This design comes from an exercise in tuning for a short achievable clock period and few clock cycles per item on the open sky130 flow, not from production work.
Where RTL was checked, it was by simulation tests only, not by an equivalence proof against the original.
Power is estimated from default activity; no workload was simulated.

== JK ==
## rvPipeCore
module rvPipeCore (
    input  logic                CLK,
    input  logic                rst,
    input  logic [32-1:0]    instr,
    output logic [10-1:0] instrAddr,
    output logic [10-1:0] ramAddr,
    output logic [32-1:0]    ramWData,
    output logic                ramWe,
    input  logic [32-1:0]    ramRData,
    output logic [32-1:0]    gpio
);
For scale: roughly 6,000 cells after synthesis, ~150 I/O pins.
export LEC_CHECK = 0
export CAP_MARGIN = 20
export CORE_MARGIN = 2
export CORE_UTILIZATION = 40
export GPL_ROUTABILITY_DRIVEN = 0
export SETUP_SLACK_MARGIN = 5
export SLEW_MARGIN = 20
export TNS_END_PERCENT = 100
create_clock -name core_clock -period 8.0 [get_ports {CLK}]
run.sh (not shown) runs the stock make flow with config.mk's settings and CLKGATE_MAP_FILE= SYNTH_SCRIPT=/design/flow/synth_recipe.tcl, a recipe that flattens the netlist after the stock synthesis.
JK | stages: all done | timing, DRC, antenna: all pass
Testbench counts of JK, summed over its fixed seeds: cycles 37,042, items 36,500.
### JK -> MS
Settings: GPL_ROUTABILITY_DRIVEN no longer set, was 0; PLACE_DENSITY now 0.75, previously not set; CORE_UTILIZATION now 55, was 40.
MS: flow completed, timing, DRC and antenna clean
Sort MS and JK by power desc -> top: JK
Cmp MS vs JK: routed wire length higher in MS
Compared with JK, MS degrades via count.
JK → MS: area of the core lost 52,000 µm², time the worst path needs with I/O delays and setup went down 0.099 ns, area growth from synthesis to layout now smaller, number of antenna repair diodes went up, final worst setup slack increased by 0.099 ns relative to the old numbers.

---

Setup of run a:
rvPipeCore, a different RTL version from the one above (not shown whole).
Size in the first run: roughly 5000 cells after synthesis, about 1300 flip-flops, roughly 150 I/O pins, ~61000 um2 of cells after synthesis.
// rvPipeCore
module rvPipeCore (
    input  logic                CLK,
    input  logic                rst,
    input  logic [32-1:0]    instr,
    output logic [10-1:0] instrAddr,
    output logic [10-1:0] ramAddr,
    output logic [32-1:0]    ramWData,
    output logic                ramWe,
    input  logic [32-1:0]    ramRData,
    output logic [32-1:0]    gpio
);
==> flow/config.mk <==
export PLATFORM = sky130hd
export DESIGN_NAME = rvPipeCore
export DESIGN_NICKNAME = rvPipeCore
export VERILOG_FILES = /design/flow/design.v
export SDC_FILE = /design/flow/constraint.sdc
export NUM_CORES = 4
export LEC_CHECK = 0
export CAP_MARGIN = 20
export CORE_MARGIN = 2
export CORE_UTILIZATION = 50
export GPL_TIMING_DRIVEN = 1
export SETUP_SLACK_MARGIN = 5
export SLEW_MARGIN = 20
export TNS_END_PERCENT = 100
==> flow/constraint.sdc <==
create_clock -name core_clock -period 8.0 [get_ports {CLK}]
set_input_delay 1.6000 -clock core_clock [delete_from_list [all_inputs] [get_ports {CLK}]]
set_output_delay 1.6000 -clock core_clock [all_outputs]
set_load 0.01 [all_outputs]
Changes in run b relative to run a:
- GPL_TIMING_DRIVEN no longer set, was 1
- CORE_UTILIZATION now 40, was 50
## What came out
Total via count in the routed design improves in run b relative to run a.
Between run b and run a, it is run b whose logic depth of the worst register-to-register path is higher, by 5.
Sequential fraction of design power (lower): run a
Compared to run a, run b reaches a higher achievable clock.
As of run b, clock buffer instance count of the final layout had fallen by a few percent compared to run a.
Run a → run b: area of combinational cells with multiple inputs down about 0.6%, initial antenna violation count down 4, number of cells on the critical path up 5, setup slack up 30 ps.
Function was not checked in any run of this note: the RTL went through the layout flow alone.

---

Another version of the RTL of rvPipeCore (not shown whole).
For scale: about 8600 cells after synthesis, roughly 1400 flip-flops, ~150 I/O pins.
clock: 8.0 ns
lec_check: 0
cap_margin: 20
core_margin: 2
core_utilization: 40
setup_slack_margin: 5
slew_margin: 20
tns_end_percent: 100
standard.sh (not shown) runs the stock make flow with config.mk's settings and CLKGATE_MAP_FILE= SYNTH_SCRIPT=/design/flow/synth_recipe.tcl, a recipe that flattens the netlist after the stock synthesis.
==> flow/flow/run.sh <==
#!/bin/bash
# The standard ORFS flow, with synthesis mapping the logic through a delay-oriented ABC
# script (flow/abc_speed.script) in place of ORFS's. Everything else is ORFS's own scripts.
set -euo pipefail
rm -rf scripts_mod
cp -r "$FLOW_HOME/scripts" scripts_mod
cp flow/abc_speed.script scripts_mod/abc_speed.script
export SCRIPTS_DIR="$PWD/scripts_mod"
bash standard.sh > standard_flow.log 2>&1
==> flow/flow/abc_speed.script <==
&get -n
&st
&syn2
&if -g -K 6
&synch2
&nf
&put
strash
dch
map -D 1000
strash
dch -f
map -D 1000
buffer -c
topo
stime -c
upsize -c
dnsize -c
Then changed:
==> flow/run.sh (new file) <==
#!/bin/bash
# synth_recipe.tcl (not shown) runs the flow's synth.tcl, then flattens the netlist and writes it again
# the make line also repeats each setting of config.mk as NAME=value (left out here)
make -C /OpenROAD-flow-scripts/flow DESIGN_CONFIG=/design/flow/config.mk WORK_HOME=/design/flow/orfs CLKGATE_MAP_FILE= SYNTH_SCRIPT=/design/flow/synth_recipe.tcl finish
removed: flow/flow/run.sh
removed: flow/flow/abc_speed.script
removed: flow/standard.sh
The changed run went through all stages and came out clean; clock skew climbs by 3.4 ps; first-iteration DRC count drops by a quarter to a third; combinational power climbs by about a fifth; sequential power climbs slightly; maximum frequency climbs by a few percent; setup slack improves by 220 ps; sequential share of layout area is about the same; total power climbs by a few percent; via count drops by a quarter to a third; count of clock-buffer cells in the layout drops by 6; hold slack improves by 17 ps.
No run of this note included a check of the RTL's function; only the layout flow was run.

==> separate check: timing with driven ports <==
In the flow no input, the clock included, has a driving cell. The finished layouts below were timed again as built, in two steps.
Step 1 sets driving cells, clkbuf_16 on the clock port and buf_2 on the other inputs (assumed; they add their load-dependent delay and slew).
Step 2 times the ports against the registers' clock, not the clock port: input delays grow and output delays shrink by t, the midpoint of the rising clock arrivals with the driver on.
Three values: no drivers, after step 1, after step 2; two values: the first two.
run | t, ns | slack for setup (ns) | latest minus earliest clock arrival (ns)
JK | 0.899 | 4.693 / 4.693 / 3.946 | 0.072 / 0.071
MS | 0.879 | 4.792 / 4.775 / 3.897 | 0.055 / 0.055
run a | 0.893 | 4.514 / 4.514 / 3.971 | 0.032 / 0.033
run b | 0.877 | 4.545 / 4.545 / 3.910 | 0.036 / 0.037
the first run of note 3 | 0.917 | 4.382 / 4.382 / 3.930 | 0.042 / 0.041
the second run of note 3 | 0.892 | 4.597 / 4.597 / 3.999 | 0.055 / 0.054
After both steps every run listed still meets setup and hold. For MS, which loses most, drivers alone change the setup slack by -0.017 ns; drivers and shift together by -0.895 ns.
